From an optimization exercise on the open Yosys and OpenROAD flow, aimed at small area and a short achievable clock period; shortcuts taken in it are not production practice.
In this exercise RTL edits were held to simulation tests only and were not proved equivalent to the original.
Power is estimated from default activity; no workload was simulated.

==> inputs of job 945 <==
==> flow/design.v <==
`timescale 1ns/100ps
module slot_store (
    input  logic         clk,
    input  logic         rst_n,
    input  logic         fetch_valid,
    input  logic [243:0] fetch_group,
    input  logic [4:0]   shift_oh,
    output logic [207:0] win,
    output logic         buf_valid,
    output logic [3:0]   f0_oh,
    output logic [3:0]   f1_oh,
    output logic [3:0]   b_oh
);
    localparam int SW = 52;
    logic [SW-1:0] w    [4];
    logic [SW-1:0] nxt  [4];
    logic [SW-1:0] enc  [4];
    logic [SW-1:0] cand [8];
    logic [3:0]    nf, nb;
    logic [3:0]    f0_d, f1_d, b_d;
    always_comb begin
        for (int k = 0; k < 4; k++) begin
            logic [60:0] i;
            i = fetch_group[61*k +: 61];
            enc[k] = {i[60:49], i[48:45], i[43:42],
                      i[25], i[41:30], i[25] ? i[24:21] : i[29:26],
                      i[44] & i[4], i[20:9], i[4] ? i[3:0] : i[8:5]};
        end
        for (int k = 0; k < 4; k++) begin
            cand[k]     = w[k];
            cand[k + 4] = enc[k];
        end
    end
    always_comb begin
        for (int j = 0; j < 4; j++) begin
            nxt[j] = '0;
            for (int s = 0; s < 5; s++) begin
                nxt[j] = nxt[j] | ({SW{shift_oh[s]}} & cand[j + s]);
            end
        end
    end
    always_comb begin
        for (int j = 0; j < 4; j++) begin
            nf[j] = nxt[j][35:34] == 2'd1;
            nb[j] = nxt[j][35:34] == 2'd2;
        end
        f0_d = nf & ~(nf - 4'd1) ;
        f1_d = (nf & ~f0_d) & ~((nf & ~f0_d) - 4'd1);
        b_d  = nb & ~(nb - 4'd1);
    end
    always_ff @(posedge clk) begin
        for (int j = 0; j < 4; j++) begin
            w[j] <= nxt[j];
        end
        f0_oh <= f0_d;
        f1_oh <= f1_d;
        b_oh  <= b_d;
    end
    always_ff @(posedge clk) begin
        if (!rst_n) begin
            buf_valid <= 1'b0;
        end else if (fetch_valid) begin
            buf_valid <= 1'b1;
        end
    end
    always_comb begin
        for (int k = 0; k < 4; k++) begin
            win[SW*k +: SW] = w[k];
        end
    end
endmodule
`timescale 1ns/100ps
module issue_select (
    input  logic       clk,
    input  logic       rst_n,
    input  logic       flush,
    input  logic       buf_valid,
    input  logic [7:0] units,
    input  logic       fxu0_full,
    input  logic       fxu1_full,
    input  logic       branch_full,
    output logic       run,
    output logic [2:0] full_sel,
    output logic [23:0] count_c,
    output logic [2:0] num_fetch,
    output logic [4:0] shift_oh,
    output logic       fxu0_grant,
    output logic       fxu1_grant,
    output logic       branch_grant
);
    logic       hold_q;
    logic [3:0] is_f;
    logic [3:0] is_b;
    logic [7:0] g0_c, g1_c, gb_c;
    logic [2:0] cnt [8];
    always_ff @(posedge clk) begin
        if (!rst_n) begin
            hold_q <= 1'b0;
        end else begin
            hold_q <= flush;
        end
    end
    assign run      = buf_valid && !hold_q && !flush;
    assign full_sel = {fxu0_full, fxu1_full, branch_full};
    always_comb begin
        for (int k = 0; k < 4; k++) begin
            is_f[k] = units[2*k +: 2] == 2'd1;
            is_b[k] = units[2*k +: 2] == 2'd2;
        end
    end
    function automatic logic [5:0] decide(input logic [3:0] isf, input logic [3:0] isb,
                                          input logic f0, input logic f1, input logic fb);
        logic       stalled;
        logic       g0, g1, gb;
        logic [2:0] n;
        stalled = 1'b0;
        g0      = 1'b0;
        g1      = 1'b0;
        gb      = 1'b0;
        n       = 3'd0;
        for (int k = 0; k < 4; k++) begin
            if (!stalled) begin
                if (isf[k]) begin
                    if (!f0 && !g0) begin
                        g0 = 1'b1;
                    end else if (!f1 && !g1) begin
                        g1 = 1'b1;
                    end else begin
                        stalled = 1'b1;
                    end
                end else if (isb[k]) begin
                    if (!fb && !gb) begin
                        gb = 1'b1;
                    end else begin
                        stalled = 1'b1;
                    end
                end
                if (!stalled) begin
                    n = 3'(k + 1);
                end
            end
        end
        decide = {n, g0, g1, gb};
    endfunction
    always_comb begin
        for (int c = 0; c < 8; c++) begin
            logic [5:0] d;
            d = decide(is_f, is_b, c[2], c[1], c[0]);
            cnt[c]  = d[5:3];
            g0_c[c] = d[2];
            g1_c[c] = d[1];
            gb_c[c] = d[0];
        end
    end
    always_comb begin
        for (int c = 0; c < 8; c++) count_c[3*c +: 3] = cnt[c];
    end
    always_comb begin
        fxu0_grant   = run && g0_c[full_sel];
        fxu1_grant   = run && g1_c[full_sel];
        branch_grant = run && gb_c[full_sel];
        num_fetch    = run ? cnt[full_sel] : 3'd4;
        for (int s = 0; s < 5; s++) begin
            logic [7:0] hit;
            for (int c = 0; c < 8; c++) hit[c] = cnt[c] == 3'(s);
            shift_oh[s] = run ? hit[full_sel] : (s == 4);
        end
    end
endmodule
`timescale 1ns/100ps
module issue_port (
    input  logic [51:0]  slot,
    input  logic [3:0]   rob_idx,
    input  logic [15:0]  rob_ready,
    input  logic [255:0] rob_values,
    output logic [57:0]  fields
);
    logic        a_busy, b_busy;
    logic [15:0] a_v, b_v;
    logic [15:0] a_sel, b_sel;
    logic [15:0] a_val, b_val;
    assign a_busy = slot[33];
    assign a_v    = slot[32:17];
    assign b_busy = slot[16];
    assign b_v    = slot[15:0];
    always_comb begin
        for (int e = 0; e < 16; e++) begin
            a_sel[e] = a_busy && (a_v[3:0] == 4'(e));
            b_sel[e] = b_busy && (b_v[3:0] == 4'(e));
        end
        a_val = a_busy ? 16'd0 : a_v;
        b_val = b_busy ? 16'd0 : b_v;
        for (int e = 0; e < 16; e++) begin
            a_val = a_val | ({16{a_sel[e]}} & rob_values[16*e +: 16]);
            b_val = b_val | ({16{b_sel[e]}} & rob_values[16*e +: 16]);
        end
    end
    always_comb begin
        fields[57:54] = rob_idx;
        fields[53:42] = slot[51:40];
        fields[41]    = !a_busy || |(a_sel & rob_ready);
        fields[40:25] = a_val;
        fields[24:21] = a_v[3:0];
        fields[20]    = !b_busy || |(b_sel & rob_ready);
        fields[19:4]  = b_val;
        fields[3:0]   = b_v[3:0];
    end
endmodule
`timescale 1ns/100ps
module rob_rename_alloc (
    input  logic [207:0] win,
    input  logic         run,
    input  logic [2:0]   full_sel,
    input  logic [23:0]  count_c,
    input  logic [15:0]  slot_idx,
    output logic [23:0]  rob_alloc,
    output logic [35:0]  rename_upd
);
    localparam logic [15:0] WRITES_REG_MASK = 16'h0077;
    logic [3:0] wr;
    logic [3:0] halt;
    logic [3:0] rt [4];
    logic [3:0] disp_c [8];
    logic [3:0] en_c   [8];
    always_comb begin
        for (int k = 0; k < 4; k++) begin
            rt[k]   = win[52*k + 36 +: 4];
            wr[k]   = WRITES_REG_MASK[win[52*k + 48 +: 4]];
            halt[k] = win[52*k + 34 +: 2] == 2'd3;
        end
    end
    always_comb begin
        for (int c = 0; c < 8; c++) begin
            for (int k = 0; k < 4; k++) begin
                disp_c[c][k] = 3'(k) < count_c[3*c +: 3];
            end
            for (int k = 0; k < 4; k++) begin
                en_c[c][k] = disp_c[c][k] && wr[k];
                for (int j = k + 1; j < 4; j++) begin
                    if (disp_c[c][j] && wr[j] && (rt[j] == rt[k])) begin
                        en_c[c][k] = 1'b0;
                    end
                end
            end
        end
    end
    always_comb begin
        logic [3:0] disp;
        logic [3:0] en;
        disp = run ? disp_c[full_sel] : 4'd0;
        en   = run ? en_c[full_sel] : 4'd0;
        for (int k = 0; k < 4; k++) begin
            rob_alloc[k*6 + 5]       = disp[k];
            rob_alloc[k*6 + 1 +: 4]  = rt[k];
            rob_alloc[k*6]           = disp[k] && halt[k];
            rename_upd[k*9 + 8]      = en[k];
            rename_upd[k*9 + 4 +: 4] = rt[k];
            rename_upd[k*9 +: 4]     = slot_idx[4*k +: 4];
        end
    end
endmodule
`timescale 1ns/100ps
module instr_buffer_top (
    input  logic         clk,
    input  logic         rst_n,
    input  logic         flush,
    input  logic         fetch_valid,
    input  logic [243:0] fetch_group,
    input  logic [3:0]   rob_head_idx,
    input  logic [15:0]  rob_ready,
    input  logic [255:0] rob_values,
    input  logic         fxu0_full,
    input  logic         fxu1_full,
    input  logic         branch_full,
    output logic [2:0]   num_fetch,
    output logic [58:0]  fxu0_issue,
    output logic [58:0]  fxu1_issue,
    output logic [58:0]  branch_issue,
    output logic [23:0]  rob_alloc,
    output logic [35:0]  rename_upd
);
    localparam int SW = 52;
    logic [207:0]  win;
    logic          buf_valid;
    logic          run;
    logic [2:0]    full_sel;
    logic [23:0]   count_c;
    logic [4:0]    shift_oh;
    logic          fxu0_grant;
    logic          fxu1_grant;
    logic          branch_grant;
    logic [3:0]    f0_oh, f1_oh, b_oh;
    logic [7:0]    units;
    logic [SW-1:0] f_slot0, f_slot1, b_slot;
    logic [3:0]    f_idx0, f_idx1, b_idx;
    logic [15:0]   slot_idx;
    logic [57:0]   f_fields0, f_fields1, b_fields;
    slot_store u_slot_store (
        .clk         (clk),
        .rst_n       (rst_n),
        .fetch_valid (fetch_valid),
        .fetch_group (fetch_group),
        .shift_oh    (shift_oh),
        .win         (win),
        .buf_valid   (buf_valid),
        .f0_oh       (f0_oh),
        .f1_oh       (f1_oh),
        .b_oh        (b_oh)
    );
    always_comb begin
        for (int k = 0; k < 4; k++) units[2*k +: 2] = win[SW*k + 34 +: 2];
    end
    issue_select u_issue_select (
        .clk            (clk),
        .rst_n          (rst_n),
        .flush          (flush),
        .buf_valid      (buf_valid),
        .units          (units),
        .fxu0_full      (fxu0_full),
        .fxu1_full      (fxu1_full),
        .branch_full    (branch_full),
        .run            (run),
        .full_sel       (full_sel),
        .count_c        (count_c),
        .num_fetch      (num_fetch),
        .shift_oh       (shift_oh),
        .fxu0_grant     (fxu0_grant),
        .fxu1_grant     (fxu1_grant),
        .branch_grant   (branch_grant)
    );
    always_comb begin
        for (int k = 0; k < 4; k++) slot_idx[4*k +: 4] = rob_head_idx + 4'(k);
    end
    always_comb begin
        f_slot0 = '0;
        f_slot1 = '0;
        b_slot  = '0;
        f_idx0  = '0;
        f_idx1  = '0;
        b_idx   = '0;
        for (int k = 0; k < 4; k++) begin
            f_slot0 = f_slot0 | ({SW{f0_oh[k]}} & win[SW*k +: SW]);
            f_slot1 = f_slot1 | ({SW{f1_oh[k]}} & win[SW*k +: SW]);
            b_slot  = b_slot  | ({SW{b_oh[k]}}  & win[SW*k +: SW]);
            f_idx0  = f_idx0  | ({4{f0_oh[k]}}  & slot_idx[4*k +: 4]);
            f_idx1  = f_idx1  | ({4{f1_oh[k]}}  & slot_idx[4*k +: 4]);
            b_idx   = b_idx   | ({4{b_oh[k]}}   & slot_idx[4*k +: 4]);
        end
    end
    issue_port u_fxu0_port (
        .slot         (f_slot0),
        .rob_idx      (f_idx0),
        .rob_ready    (rob_ready),
        .rob_values   (rob_values),
        .fields       (f_fields0)
    );
    issue_port u_fxu1_port (
        .slot         (f_slot1),
        .rob_idx      (f_idx1),
        .rob_ready    (rob_ready),
        .rob_values   (rob_values),
        .fields       (f_fields1)
    );
    issue_port u_branch_port (
        .slot         (b_slot),
        .rob_idx      (b_idx),
        .rob_ready    (rob_ready),
        .rob_values   (rob_values),
        .fields       (b_fields)
    );
    assign fxu0_issue   = {fxu0_grant, f_fields0};
    assign fxu1_issue   = {fxu1_grant, fxu0_full ? f_fields0 : f_fields1};
    assign branch_issue = {branch_grant, b_fields};
    rob_rename_alloc u_rob_rename_alloc (
        .win            (win),
        .run            (run),
        .full_sel       (full_sel),
        .count_c        (count_c),
        .slot_idx       (slot_idx),
        .rob_alloc      (rob_alloc),
        .rename_upd     (rename_upd)
    );
endmodule
==> flow/flow/run.sh <==
#!/bin/bash
# Standard synthesis, then the standard layout with two changes: ports are
# buffered with sky130_fd_sc_hd__buf_1 rather than the default buffer cell, and
# repair_design also limits fanout (flow/fanout.tcl) so that no signal net is
# left with hundreds of pins.
set -euo pipefail
here=$(pwd)
bash standard.sh synth > synth.log 2>&1
bash standard.sh finish \
  "BUFFER_PORTS_ARGS=-buffer_cell sky130_fd_sc_hd__buf_1" \
  "PRE_RESIZE_TCL=$here/flow/fanout.tcl" > layout.log 2>&1
==> flow/flow/fanout.tcl <==
# sourced before repair_design after global placement: limit fanout, and
# buffer with plain buffers rather than delay cells
set_max_fanout 32 [current_design]
set_dont_use [get_lib_cells {sky130_fd_sc_hd__clkdlybuf4s* sky130_fd_sc_hd__dlygate* sky130_fd_sc_hd__dlymetal*}]
==> flow/standard.sh <==
#!/bin/bash
# synth_recipe.tcl (not shown) runs the flow's synth.tcl, then flattens the netlist and writes it again
# the make line also repeats each setting of config.mk as NAME=value (left out here)
make -C /OpenROAD-flow-scripts/flow DESIGN_CONFIG=/design/flow/config.mk WORK_HOME=/design/flow/orfs CLKGATE_MAP_FILE= SYNTH_SCRIPT=/design/flow/synth_recipe.tcl "${@:-finish}"
==> flow/config.mk <==
export PLATFORM = sky130hd
export DESIGN_NAME = instr_buffer_top
export DESIGN_NICKNAME = instr_buffer_top
export VERILOG_FILES = /design/flow/design.v
export SDC_FILE = /design/flow/constraint.sdc
export NUM_CORES = 4
export LEC_CHECK = 0
export CAP_MARGIN = 20
export CELL_PAD_IN_SITES_DETAIL_PLACEMENT = 1
export CORE_MARGIN = 2
export CORE_UTILIZATION = 30
export PLACE_DENSITY = 0.35
export SETUP_SLACK_MARGIN = 2.5
export SLEW_MARGIN = 20
export TNS_END_PERCENT = 100
==> flow/constraint.sdc <==
create_clock -name core_clock -period 8.0 [get_ports {clk}]
set_input_delay 1.6000 -clock core_clock [delete_from_list [all_inputs] [get_ports {clk}]]
set_output_delay 1.6000 -clock core_clock [all_outputs]
set_load 0.01 [all_outputs]
==> job 9872 (differences from job 945) <==
--- a/flow/design.v
+++ b/flow/design.v
@@ -54,4 +54,4 @@
         end
-        f0_oh <= f0_d;
-        f1_oh <= f1_d;
+        f0_oh      <= f0_d;
+        f1_oh[3:1] <= f1_d[3:1];
         b_oh  <= b_d;
@@ -65,2 +65,3 @@
     end
+    assign f1_oh[0] = 1'b0;
     always_comb begin
==> notes.md <==
item                                                                                                    job 945                job 9872
Mean routed wirelength per cell                                                                         42.8 um                 48.3 um
Post-synthesis share of cell area spent on xor and xnor gates                                            0.0103                  0.0104
Final Hold Slack                                                                                         486 ps                  489 ps
Final weighted congestion in routability-driven placement                                                  1.15                    1.13
Number of violations reported at the end of detailed-routing iteration 0                                   9094                   10100
Count of non-CTS inverters in the layout                                                                     39                      44
Overall power after layout                                                                              6.00 mW                 7.01 mW
Post-synthesis share of cell area spent on full adders, half adders and majority gates                  0.00989                 0.00914
Status                                                                         no timing/DRC/antenna violations  no timing/DRC/antenna violations
Final WS setup                                                                                          2480 ps                 2280 ps
Slew at the pin closest to its max-slew limit                                                           1140 ps                 1210 ps
Path length in cells of the critical path                                                                    15                      12
Startpoint of the most critical register-to-register path                                 u_slot_store.w[2][35]   u_slot_store.w[1][35]
Met1 usage                                                                                                0.614                   0.628
Gate power share                                                                                          0.551                   0.599
Fraction of post-synthesis cell area in the top cell type by area                                         0.168                   0.205
Library cell appearing most often on the critical path                                  sky130_fd_sc_hd__buf_12  sky130_fd_sc_hd__buf_4
Number of detailed-routing iterations run before antenna repair                                              14                      16
RR Endpoint                                                                               u_slot_store.w[3][16]   u_slot_store.w[1][42]
Highest achievable clock rate                                                                         0.181 GHz               0.175 GHz

-- separate check: timing with driven ports --
Ports are ideal in the flow. The routed layouts listed here were re-timed in OpenROAD.
Step 1 assumes that a clkbuf_16 drives the clock port and a buf_2 every other input.
Step 2 moves the port delays by t, midway between the first and last clock arrival at a register: inputs arrive t later, outputs are due t later. That takes back most of the time a late clock gives input paths.
Three values: no drivers, after step 1, after step 2; two values: the first two.
run	t, ns	setup slack, ns	worst setup path at the end
job 945	0.637	2.481 / 2.413 / 2.031	input to register
job 9872	0.688	2.283 / 2.205 / 2.270	input to register
After both steps setup and hold are still met in every run listed. For job 945, which loses most, drivers alone change the setup slack by -0.068 ns; drivers and shift together by -0.450 ns.
